Source: an optimization exercise on an open RTL-to-GDS flow (aim: small area, a short achievable clock period and few clock cycles per item). Production flows keep margins and buffers that such runs may drop. Function not checked in this run: the RTL went through the layout flow alone.

==> design.v <==
module weight_update #(
  parameter int WWIDTH   = 8,
  parameter int LR_SHIFT = 4,
  parameter int ADDR_L0  = 0,
  parameter int ADDR_L1  = 1
) (
  input  logic               CLK,
  input  logic               RST,
  input  logic               start,
  input  logic signed [8:0]  x0,
  input  logic signed [8:0]  x1,
  input  logic signed [8:0]  x2,
  input  logic signed [8:0]  x3,
  input  logic signed [8:0]  v0,
  input  logic signed [8:0]  v1,
  input  logic signed [8:0]  v2,
  input  logic signed [8:0]  v3,
  input  logic signed [8:0]  v4,
  input  logic signed [8:0]  v5,
  input  logic signed [8:0]  delta_20,
  input  logic signed [8:0]  delta_21,
  input  logic signed [8:0]  delta_22,
  input  logic signed [8:0]  delta_23,
  input  logic signed [8:0]  delta_24,
  input  logic signed [8:0]  delta_25,
  input  logic signed [8:0]  delta_30,
  input  logic signed [8:0]  delta_31,
  output logic               busy,
  output logic               done,
  output logic [3:0]         addr,
  output logic [255:0]       write_data,
  output logic               we,
  input  logic [255:0]       read_data
);
  logic [1:0] st_q;
  wire idle = (st_q == 2'd0);
  wire s1   = (st_q == 2'd1);
  wire s2   = (st_q == 2'd2);
  wire s3   = (st_q == 2'd3);
  always_ff @(posedge CLK or posedge RST) begin
    if (RST)       st_q <= 2'd0;
    else if (idle) st_q <= start ? 2'd1 : 2'd0;
    else           st_q <= st_q + 2'd1;
  end
  logic [8:0] x_q  [4];
  logic [8:0] v_q  [6];
  logic [8:0] d2_q [6];
  logic [8:0] d3_q [2];
  always_ff @(posedge CLK) begin
    if (idle) begin
      x_q[0]  <= x0;       x_q[1]  <= x1;       x_q[2]  <= x2;       x_q[3]  <= x3;
      v_q[0]  <= v0;       v_q[1]  <= v1;       v_q[2]  <= v2;
      v_q[3]  <= v3;       v_q[4]  <= v4;       v_q[5]  <= v5;
      d2_q[0] <= delta_20; d2_q[1] <= delta_21; d2_q[2] <= delta_22;
      d2_q[3] <= delta_23; d2_q[4] <= delta_24; d2_q[5] <= delta_25;
      d3_q[0] <= delta_30; d3_q[1] <= delta_31;
    end
  end
  logic [8:0] ma [18];
  logic [8:0] mb [18];
  logic [7:0] mw [18];
  logic [7:0] mo [18];
  for (genvar g = 0; g < 18; g++) begin : g_mac
    wu_mac u_mac (.a(ma[g]), .b(mb[g]), .w(mw[g]), .o(mo[g]));
  end
  always_comb begin
    for (int m = 0; m < 12; m++) begin
      ma[m] = s1 ? v_q[m % 6]  : x_q[m % 4];
      mb[m] = s1 ? d3_q[m / 6] : d2_q[m / 4];
      mw[m] = read_data[8*m +: 8];
    end
    for (int n = 0; n < 6; n++) begin
      ma[12+n] = s1 ? x_q[2*(n%2)] : x_q[2*(n%2)+1];
      mb[12+n] = d2_q[3 + n/2];
      mw[12+n] = s2 ? read_data[8*(4*(3+n/2) + 2*(n%2) + 1) +: 8] : 8'd0;
    end
  end
  logic [7:0] e_q [6];
  always_ff @(posedge CLK) begin
    if (s1)
      for (int n = 0; n < 6; n++) e_q[n] <= mo[12+n];
  end
  logic [255:0] w_d, w_q;
  always_comb begin
    w_d = read_data;
    for (int m = 0; m < 12; m++) w_d[8*m +: 8] = mo[m];
    for (int n = 0; n < 6; n++) begin
      w_d[8*(4*(3+n/2) + 2*(n%2))     +: 8] = read_data[8*(4*(3+n/2) + 2*(n%2)) +: 8] + (s2 ? e_q[n] : 8'd0);
      w_d[8*(4*(3+n/2) + 2*(n%2) + 1) +: 8] = s2 ? mo[12+n] : read_data[8*(4*(3+n/2) + 2*(n%2) + 1) +: 8];
    end
  end
  always_ff @(posedge CLK) w_q <= w_d;
  assign write_data = w_q;
  assign busy = !idle;
  assign done = s3;
  assign we   = s2 || s3;
  assign addr = (s1 || s3) ? 4'(ADDR_L0) : 4'(ADDR_L1);
endmodule
module wu_mac (input logic [8:0] a, input logic [8:0] b, input logic [7:0] w, output logic [7:0] o);
  wire pp1;
  assign pp1 = ~(a[0] & b[0]);
  wire pp2;
  assign pp2 = ~(a[0] & b[1]);
  wire pp3;
  assign pp3 = ~(a[0] & b[2]);
  wire pp4;
  assign pp4 = ~(a[0] & b[3]);
  wire pp5;
  assign pp5 = ~(a[0] & b[4]);
  wire pp6;
  assign pp6 = ~(a[0] & b[5]);
  wire pp7;
  assign pp7 = ~(a[0] & b[6]);
  wire pp8;
  assign pp8 = ~(a[0] & b[7]);
  wire pp9;
  assign pp9 = a[0] & b[8];
  wire pp10;
  assign pp10 = ~(a[1] & b[0]);
  wire pp11;
  assign pp11 = ~(a[1] & b[1]);
  wire pp12;
  assign pp12 = ~(a[1] & b[2]);
  wire pp13;
  assign pp13 = ~(a[1] & b[3]);
  wire pp14;
  assign pp14 = ~(a[1] & b[4]);
  wire pp15;
  assign pp15 = ~(a[1] & b[5]);
  wire pp16;
  assign pp16 = ~(a[1] & b[6]);
  wire pp17;
  assign pp17 = ~(a[1] & b[7]);
  wire pp18;
  assign pp18 = a[1] & b[8];
  wire pp19;
  assign pp19 = ~(a[2] & b[0]);
  wire pp20;
  assign pp20 = ~(a[2] & b[1]);
  wire pp21;
  assign pp21 = ~(a[2] & b[2]);
  wire pp22;
  assign pp22 = ~(a[2] & b[3]);
  wire pp23;
  assign pp23 = ~(a[2] & b[4]);
  wire pp24;
  assign pp24 = ~(a[2] & b[5]);
  wire pp25;
  assign pp25 = ~(a[2] & b[6]);
  wire pp26;
  assign pp26 = ~(a[2] & b[7]);
  wire pp27;
  assign pp27 = a[2] & b[8];
  wire pp28;
  assign pp28 = ~(a[3] & b[0]);
  wire pp29;
  assign pp29 = ~(a[3] & b[1]);
  wire pp30;
  assign pp30 = ~(a[3] & b[2]);
  wire pp31;
  assign pp31 = ~(a[3] & b[3]);
  wire pp32;
  assign pp32 = ~(a[3] & b[4]);
  wire pp33;
  assign pp33 = ~(a[3] & b[5]);
  wire pp34;
  assign pp34 = ~(a[3] & b[6]);
  wire pp35;
  assign pp35 = ~(a[3] & b[7]);
  wire pp36;
  assign pp36 = a[3] & b[8];
  wire pp37;
  assign pp37 = ~(a[4] & b[0]);
  wire pp38;
  assign pp38 = ~(a[4] & b[1]);
  wire pp39;
  assign pp39 = ~(a[4] & b[2]);
  wire pp40;
  assign pp40 = ~(a[4] & b[3]);
  wire pp41;
  assign pp41 = ~(a[4] & b[4]);
  wire pp42;
  assign pp42 = ~(a[4] & b[5]);
  wire pp43;
  assign pp43 = ~(a[4] & b[6]);
  wire pp44;
  assign pp44 = ~(a[4] & b[7]);
  wire pp45;
  assign pp45 = ~(a[5] & b[0]);
  wire pp46;
  assign pp46 = ~(a[5] & b[1]);
  wire pp47;
  assign pp47 = ~(a[5] & b[2]);
  wire pp48;
  assign pp48 = ~(a[5] & b[3]);
  wire pp49;
  assign pp49 = ~(a[5] & b[4]);
  wire pp50;
  assign pp50 = ~(a[5] & b[5]);
  wire pp51;
  assign pp51 = ~(a[5] & b[6]);
  wire pp52;
  assign pp52 = ~(a[6] & b[0]);
  wire pp53;
  assign pp53 = ~(a[6] & b[1]);
  wire pp54;
  assign pp54 = ~(a[6] & b[2]);
  wire pp55;
  assign pp55 = ~(a[6] & b[3]);
  wire pp56;
  assign pp56 = ~(a[6] & b[4]);
  wire pp57;
  assign pp57 = ~(a[6] & b[5]);
  wire pp58;
  assign pp58 = ~(a[7] & b[0]);
  wire pp59;
  assign pp59 = ~(a[7] & b[1]);
  wire pp60;
  assign pp60 = ~(a[7] & b[2]);
  wire pp61;
  assign pp61 = ~(a[7] & b[3]);
  wire pp62;
  assign pp62 = ~(a[7] & b[4]);
  wire pp63;
  assign pp63 = a[8] & b[0];
  wire pp64;
  assign pp64 = a[8] & b[1];
  wire pp65;
  assign pp65 = a[8] & b[2];
  wire pp66;
  assign pp66 = a[8] & b[3];
  wire s67;
  wire c68;
  assign s67 = pp7 ^ pp15;
  assign c68 = pp7 & pp15;
  wire s69;
  wire c70;
  assign s69 = pp8 ^ pp16 ^ pp24;
  assign c70 = (pp8 & pp16) | (pp8 & pp24) | (pp16 & pp24);
  wire s71;
  wire c72;
  assign s71 = pp32 ^ pp40;
  assign c72 = pp32 & pp40;
  wire s73;
  wire c74;
  assign s73 = pp9 ^ pp17 ^ pp25;
  assign c74 = (pp9 & pp17) | (pp9 & pp25) | (pp17 & pp25);
  wire s75;
  wire c76;
  assign s75 = pp33 ^ pp41 ^ pp48;
  assign c76 = (pp33 & pp41) | (pp33 & pp48) | (pp41 & pp48);
  wire s77;
  wire c78;
  assign s77 = pp54 ^ pp59;
  assign c78 = pp54 & pp59;
  wire s79;
  wire c80;
  assign s79 = pp18 ^ pp26 ^ pp34;
  assign c80 = (pp18 & pp26) | (pp18 & pp34) | (pp26 & pp34);
  wire s81;
  wire c82;
  assign s81 = pp42 ^ pp49 ^ pp55;
  assign c82 = (pp42 & pp49) | (pp42 & pp55) | (pp49 & pp55);
  wire s83;
  wire c84;
  assign s83 = pp60 ^ pp64 ^ 1'b1;
  assign c84 = (pp60 & pp64) | (pp60 & 1'b1) | (pp64 & 1'b1);
  wire s85;
  wire c86;
  assign s85 = pp27 ^ pp35 ^ pp43;
  assign c86 = (pp27 & pp35) | (pp27 & pp43) | (pp35 & pp43);
  wire s87;
  wire c88;
  assign s87 = pp50 ^ pp56 ^ pp61;
  assign c88 = (pp50 & pp56) | (pp50 & pp61) | (pp56 & pp61);
  wire s89;
  wire c90;
  assign s89 = pp36 ^ pp44 ^ pp51;
  assign c90 = (pp36 & pp44) | (pp36 & pp51) | (pp44 & pp51);
  wire s91;
  wire c92;
  assign s91 = pp4 ^ pp12;
  assign c92 = pp4 & pp12;
  wire s93;
  wire c94;
  assign s93 = pp5 ^ pp13 ^ pp21;
  assign c94 = (pp5 & pp13) | (pp5 & pp21) | (pp13 & pp21);
  wire s95;
  wire c96;
  assign s95 = pp6 ^ pp14 ^ pp22;
  assign c96 = (pp6 & pp14) | (pp6 & pp22) | (pp14 & pp22);
  wire s97;
  wire c98;
  assign s97 = pp30 ^ pp38;
  assign c98 = pp30 & pp38;
  wire s99;
  wire c100;
  assign s99 = pp23 ^ pp31 ^ pp39;
  assign c100 = (pp23 & pp31) | (pp23 & pp39) | (pp31 & pp39);
  wire s101;
  wire c102;
  assign s101 = pp46 ^ pp52 ^ s67;
  assign c102 = (pp46 & pp52) | (pp46 & s67) | (pp52 & s67);
  wire s103;
  wire c104;
  assign s103 = pp47 ^ pp53 ^ pp58;
  assign c104 = (pp47 & pp53) | (pp47 & pp58) | (pp53 & pp58);
  wire s105;
  wire c106;
  assign s105 = s69 ^ s71 ^ c68;
  assign c106 = (s69 & s71) | (s69 & c68) | (s71 & c68);
  wire s107;
  wire c108;
  assign s107 = pp63 ^ s73 ^ s75;
  assign c108 = (pp63 & s73) | (pp63 & s75) | (s73 & s75);
  wire s109;
  wire c110;
  assign s109 = s77 ^ c70 ^ c72;
  assign c110 = (s77 & c70) | (s77 & c72) | (c70 & c72);
  wire s111;
  wire c112;
  assign s111 = s79 ^ s81 ^ s83;
  assign c112 = (s79 & s81) | (s79 & s83) | (s81 & s83);
  wire s113;
  wire c114;
  assign s113 = c74 ^ c76 ^ c78;
  assign c114 = (c74 & c76) | (c74 & c78) | (c76 & c78);
  wire s115;
  wire c116;
  assign s115 = pp65 ^ s85 ^ s87;
  assign c116 = (pp65 & s85) | (pp65 & s87) | (s85 & s87);
  wire s117;
  wire c118;
  assign s117 = c80 ^ c82 ^ c84;
  assign c118 = (c80 & c82) | (c80 & c84) | (c82 & c84);
  wire s119;
  wire c120;
  assign s119 = pp57 ^ pp62 ^ pp66;
  assign c120 = (pp57 & pp62) | (pp57 & pp66) | (pp62 & pp66);
  wire s121;
  wire c122;
  assign s121 = s89 ^ c86 ^ c88;
  assign c122 = (s89 & c86) | (s89 & c88) | (c86 & c88);
  wire s123;
  wire c124;
  assign s123 = pp3 ^ pp11;
  assign c124 = pp3 & pp11;
  wire s125;
  wire c126;
  assign s125 = pp20 ^ pp28 ^ 1'b1;
  assign c126 = (pp20 & pp28) | (pp20 & 1'b1) | (pp28 & 1'b1);
  wire s127;
  wire c128;
  assign s127 = pp29 ^ pp37 ^ s93;
  assign c128 = (pp29 & pp37) | (pp29 & s93) | (pp37 & s93);
  wire s129;
  wire c130;
  assign s129 = pp45 ^ s95 ^ s97;
  assign c130 = (pp45 & s95) | (pp45 & s97) | (s95 & s97);
  wire s131;
  wire c132;
  assign s131 = s99 ^ s101 ^ c96;
  assign c132 = (s99 & s101) | (s99 & c96) | (s101 & c96);
  wire s133;
  wire c134;
  assign s133 = s103 ^ s105 ^ c100;
  assign c134 = (s103 & s105) | (s103 & c100) | (s105 & c100);
  wire s135;
  wire c136;
  assign s135 = s107 ^ s109 ^ c104;
  assign c136 = (s107 & s109) | (s107 & c104) | (s109 & c104);
  wire s137;
  wire c138;
  assign s137 = s111 ^ s113 ^ c108;
  assign c138 = (s111 & s113) | (s111 & c108) | (s113 & c108);
  wire s139;
  wire c140;
  assign s139 = s115 ^ s117 ^ c112;
  assign c140 = (s115 & s117) | (s115 & c112) | (s117 & c112);
  wire s141;
  wire c142;
  assign s141 = s119 ^ s121 ^ c116;
  assign c142 = (s119 & s121) | (s119 & c116) | (s121 & c116);
  wire s143;
  wire c144;
  assign s143 = pp2 ^ pp10;
  assign c144 = pp2 & pp10;
  wire s145;
  wire c146;
  assign s145 = pp19 ^ 1'b1 ^ s123;
  assign c146 = (pp19 & 1'b1) | (pp19 & s123) | (1'b1 & s123);
  wire s147;
  wire c148;
  assign s147 = s91 ^ s125 ^ c124;
  assign c148 = (s91 & s125) | (s91 & c124) | (s125 & c124);
  wire s149;
  wire c150;
  assign s149 = c92 ^ s127 ^ c126;
  assign c150 = (c92 & s127) | (c92 & c126) | (s127 & c126);
  wire s151;
  wire c152;
  assign s151 = c94 ^ s129 ^ c128;
  assign c152 = (c94 & s129) | (c94 & c128) | (s129 & c128);
  wire s153;
  wire c154;
  assign s153 = c98 ^ s131 ^ c130;
  assign c154 = (c98 & s131) | (c98 & c130) | (s131 & c130);
  wire s155;
  wire c156;
  assign s155 = c102 ^ s133 ^ c132;
  assign c156 = (c102 & s133) | (c102 & c132) | (s133 & c132);
  wire s157;
  wire c158;
  assign s157 = c106 ^ s135 ^ c134;
  assign c158 = (c106 & s135) | (c106 & c134) | (s135 & c134);
  wire s159;
  wire c160;
  assign s159 = c110 ^ s137 ^ c136;
  assign c160 = (c110 & s137) | (c110 & c136) | (s137 & c136);
  wire s161;
  wire c162;
  assign s161 = c114 ^ s139 ^ c138;
  assign c162 = (c114 & s139) | (c114 & c138) | (s139 & c138);
  wire s163;
  wire c164;
  assign s163 = c118 ^ s141 ^ c140;
  assign c164 = (c118 & s141) | (c118 & c140) | (s141 & c140);
  wire s165;
  wire c166;
  assign s165 = s149 ^ c148;
  assign c166 = s149 & c148;
  wire s167;
  wire c168;
  assign s167 = s151 ^ c150 ^ w[1];
  assign c168 = (s151 & c150) | (s151 & w[1]) | (c150 & w[1]);
  wire s169;
  wire c170;
  assign s169 = s153 ^ c152 ^ w[2];
  assign c170 = (s153 & c152) | (s153 & w[2]) | (c152 & w[2]);
  wire s171;
  wire c172;
  assign s171 = s155 ^ c154 ^ w[3];
  assign c172 = (s155 & c154) | (s155 & w[3]) | (c154 & w[3]);
  wire s173;
  wire c174;
  assign s173 = s157 ^ c156 ^ w[4];
  assign c174 = (s157 & c156) | (s157 & w[4]) | (c156 & w[4]);
  wire s175;
  wire c176;
  assign s175 = s159 ^ c158 ^ w[5];
  assign c176 = (s159 & c158) | (s159 & w[5]) | (c158 & w[5]);
  wire s177;
  wire c178;
  assign s177 = s161 ^ c160 ^ w[6];
  assign c178 = (s161 & c160) | (s161 & w[6]) | (c160 & w[6]);
  wire s179;
  wire c180;
  assign s179 = s163 ^ c162 ^ w[7];
  assign c180 = (s163 & c162) | (s163 & w[7]) | (c162 & w[7]);
  wire [11:0] r0 = {s179, s177, s175, s173, s171, s169, s167, w[0], s147, s145, 1'b1, pp1};
  wire [11:0] r1 = {c178, c176, c174, c172, c170, c168, c166, s165, c146, c144, s143, 1'b0};
  wire [11:0] sum = r0 + r1;
  assign o = sum[11:4];
endmodule
==> run.sh <==
#!/bin/bash
# synth_recipe.tcl (not shown) runs the flow's synth.tcl, then flattens the netlist and writes it again
# the make line also repeats each setting of config.mk as NAME=value (left out here)
make -C /OpenROAD-flow-scripts/flow DESIGN_CONFIG=/design/flow/config.mk WORK_HOME=/design/flow/orfs CLKGATE_MAP_FILE= SYNTH_SCRIPT=/design/flow/synth_recipe.tcl finish
==> config.mk <==
export PLATFORM = sky130hd
export DESIGN_NAME = weight_update
export DESIGN_NICKNAME = weight_update
export VERILOG_FILES = /design/flow/design.v
export SDC_FILE = /design/flow/constraint.sdc
export NUM_CORES = 4
export LEC_CHECK = 0
export ABC_CLOCK_PERIOD_IN_PS = 5000
export CAP_MARGIN = 20
export CORE_MARGIN = 2
export CORE_UTILIZATION = 60
export SETUP_SLACK_MARGIN = 4
export SLEW_MARGIN = 20
==> constraint.sdc <==
create_clock -name core_clock -period 10.0 [get_ports {CLK}]
set_input_delay 2.0000 -clock core_clock [delete_from_list [all_inputs] [get_ports {CLK}]]
set_output_delay 2.0000 -clock core_clock [all_outputs]
set_load 0.01 [all_outputs]
==> results.txt <==
==> layout by cell type (no fill, tap or decap), types with 28 or more instances in the layout <==
cell	Yosys	layout
a21o_1	41	41
nor2_1	460	460
xnor2_1	288	288
a21oi_1	124	124
clkbuf_16	0	58
edfxtp_1	210	210
o21bai_1	28	28
and2_1	186	186
fa_1	726	726
dfxtp_1	256	256
nand2b_1	41	41
ha_1	407	403
clkdlybuf4s50_1	0	680
o21ai_0	40	33
inv_1	975	974
buf_4	6	51
xor2_1	81	81
mux2_2	71	62
mux2i_1	95	84
o21a_1	44	44
nand2_1	898	892
==> path summary, 6_finish.rpt <==
| kind | to | slack (ps) |
|---|---|---|
| max reg2reg | w_q[95]$_DFF_P_ | 4060 |
| max in group asynchronous | st_q[0]$_DFF_PP0_ | 8170 |
| min | w_q[112]$_DFF_P_ | 580 |
| max | w_q[95]$_DFF_P_ | 4060 |
| min in group asynchronous | st_q[1]$_DFF_PP0_ | 1690 |
| min reg2reg | w_q[112]$_DFF_P_ | 580 |
==> cells by family after synthesis <==
family                   Yosys count  share of synthesized area (%)
AND/OR/NAND/NOR                 1676                           14.1
adder cells (fa/ha/maj)         1133                           39.2
buffers and inverters           1128                           8.59
flip-flops                       468                           22.9
XOR/XNOR                         382                           7.04
AO/OA/AOI/OAI                    362                           4.56
multiplexers                     169                           3.58
other                              1                        0.00749
==> worst reg2reg max path, cell delays in order, from the launching register on <==
cell and delay [ps]:
dfrtp_1 420, inv_2 130, ha_4 230, buf_16 200, mux2i_1 840, nor2_1 180, fa_1 550, inv_1 50
fa_1 510, inv_1 50, fa_1 450, fa_1 530, inv_1 60, fa_1 400, xnor2_1 210, xnor2_1 160
xnor2_1 160, xnor2_1 120, xnor2_1 360, xnor2_1 130
==> cell type report <==
class                      count  area, um2
multi-input combinational   3735      34800
fill                        6161      21700
sequential                   468      11500
timing repair buffer         755       7670
inverter                     975       3660
clock buffer                  72       1450
tap                         1070       1340
clock inverter                24        246
antenna                        2       5.00
==> sequential cells by signal (all words and copies together) (netlist names) <==
| name | cells |
|---|---|
| d2_q | 54 |
| d3_q | 18 |
| e_q | 48 |
| st_q | 2 |
| v_q | 54 |
| w_q | 256 |
| x_q | 36 |
==> repair_timing <==
action                                  in CTS  in global routing
resized for setup                           23                 50
buffers inserted                            11                 25
endpoints found under the setup margin     120                 59
cloned                                       2                 13
pin swaps                                    0                  5
==> per-stage QoR <==
stage          utilization, %  std cells
2_1_floorplan               -       5321
3_3_place_gp             70.4       6952
3_5_place_dp             70.4       6952
4_1_cts                  72.8       7061
5_1_grt                  73.6       7101
6_report                 73.6       7101
==> routing by layer <==
metal / part of all wire (%) / vias up
met4: 6.7 / 4
met5: 0.015 / -
met3: 10 / 482
li1: - / 17600
met2: 48 / 2023
met1: 35 / 19500
==> out/qor.yml <==
clock_network:
  holdBufCountCts: 0
  cts_buffer_depth: 3
  cts_tree: "done"
  clock-sinks: 468
  clock_latency_ps: 670
  numCtsBuffers: 52
  path_clk_slew_ps: 60
  clk_root_buffer_cell: "clkbuf_16"
  htree_levels: 2
logic_synthesis:
  synth_cell_type_count: 54
  synthFlopType: "dfxtp_1"
  syn_area_um2: 50100
  synth-seq-area-share_pct: 22.9
  async_flop_share_pct: 0.427
  synthTopCellsByCount: "inv_1 (975), nand2_1 (898), fa_1 (726), nor2_1 (460), ha_1 (407)"
  synth_top_cell_by_area: "fa_1"
  ys_seq_elements: 468
  synth_warnings: 18
  avgSynthCellArea_um2: 9.42
  synth_most_common_cell: "inv_1"
  syn_inst: 5319
  synth_top_area_share_pct: 29.0
  synth_edf_count: 210
  synth.area.top_cells: "fa_1 (29%), edfxtp_1 (13%), dfxtp_1 (10%)"
run_status:
  status: "complete, no violations"
setup_path:
  crit_fanout: 15
  arrival_ps: 6430
  cp-end-kind: "flop"
  critical_path.top_delay_family: "adder cells"
  crit_type: "reg -> reg"
  path_cells: "inv_2 -> ha_4 -> buf_16 -> mux2i_1 -> nor2_1 -> fa_1 -> inv_1 -> fa_1 -> inv_1 -> fa_1 -> fa_1 -> inv_1 -> fa_1 -> xnor2_1 -> xnor2_1 -> xnor2_1 -> xnor2_1 -> xnor2_1 -> xnor2_1"
  worstPathRequired_ps: 10490
  cp_slowest_cell: "mux2i_1"
  critical_path_depth: 19
  cpMostUsedCell: "xnor2_1"
  rr_startpoint: "st_q[1]$_DFF_PP0_"
  reg2reg_depth: 19
  critPathMaxStageDelay_ps: 810
  crit_start: "st_q[1]$_DFF_PP0_"
  critical_path_buf_inv_count: 5
  critPathLaunchType: "flop"
grt:
  busiest_layer: "met2"
  antenna_found_initial: 8
  gr-total-overflow: 0
  track_usage_pct: 37.5
  grt_max_degree: 80
  use_met2_pct: 62.1
  met3_usage_pct: 8.00
  grt_use_met1_pct: 45.5
  grt_pass1_wl_um: 241000
  grt_pass1_vias: 41000
sta:
  slew_violations: 0
  fin_crit_sh_pct: 59.4
  rsz0062_at_grt: "true"
  relSlewSlack_pct: 21.8
  fin_hold_ws_ps: 576
  max_freq_mhz: 168
  tightest_slew_ps: 1140
  min_period_ps: 5940
  setup_viol: 0
  timing.setup.tns_ps: 0
  finalWorstSetupSlack_ps: 4060
  worst_clock_skew_ps: 59.1
  hold_viol: 0
place:
  postPlaceCellArea_um2: 58000
  dp_hpwl_um: 128000
  gp_congestion: 1.03
  place_ws_ps: 2920
  port_buffers: 680
die:
  rows: 105
  die_w_um: 293
  io_pins: 684
  initial_core_util_pct: 60.8
  core_area_um2: 82400
  die_area_um2: 85800
  chipHeight_um: 293
finish:
  drive_gt1_share_pct: 5.04
  layout.nets: 7541
  area_delta_synth_final_pct: 21.1
  design_area_um2: 60600
flow_run:
  max-cap-violations: 0
detailed_routing:
  wl_per_cell_um: 22.8
  drc_errors: 0
  detail_route.vias_per_cell: 5.57
  drt_first_pass_iters: 6
  wl_um: 162000
  drtIter0Drc: 3436
  antenna_left: 0
  vias: 39600
hold_path:
  min_path_type: "reg -> reg"
  hold_path_startpoint: "e_q[1][0]$_DFFE_PN_"
  worstHoldPathCells: 2

==> what the ideal ports hide <==
How much do the figures lean on ideal ports? The routed layout below was timed once more, with nothing changed but the port constraints.
Step 1 assumes that a clkbuf_16 drives the clock port and a buf_2 every other input.
Step 2 adds t to the input delays and takes it off the output delays; t is the mean of the earliest and latest rising clock arrival at the registers after step 1. Input paths then give back, and output paths get back, about the clock's delay inside the block.
Slacks: ideal ports / drivers / drivers and shift; pairs: ideal ports / drivers.
t (ns): 0.713
setup slack, ns: 4.058 / 4.058 / 4.058
worst setup path at the end: register to register
cell pins on the clock port's net: 1
After both steps setup and hold are still met in this run. For this run, drivers alone change the setup slack by 0.000 ns; drivers and shift together by 0.000 ns.
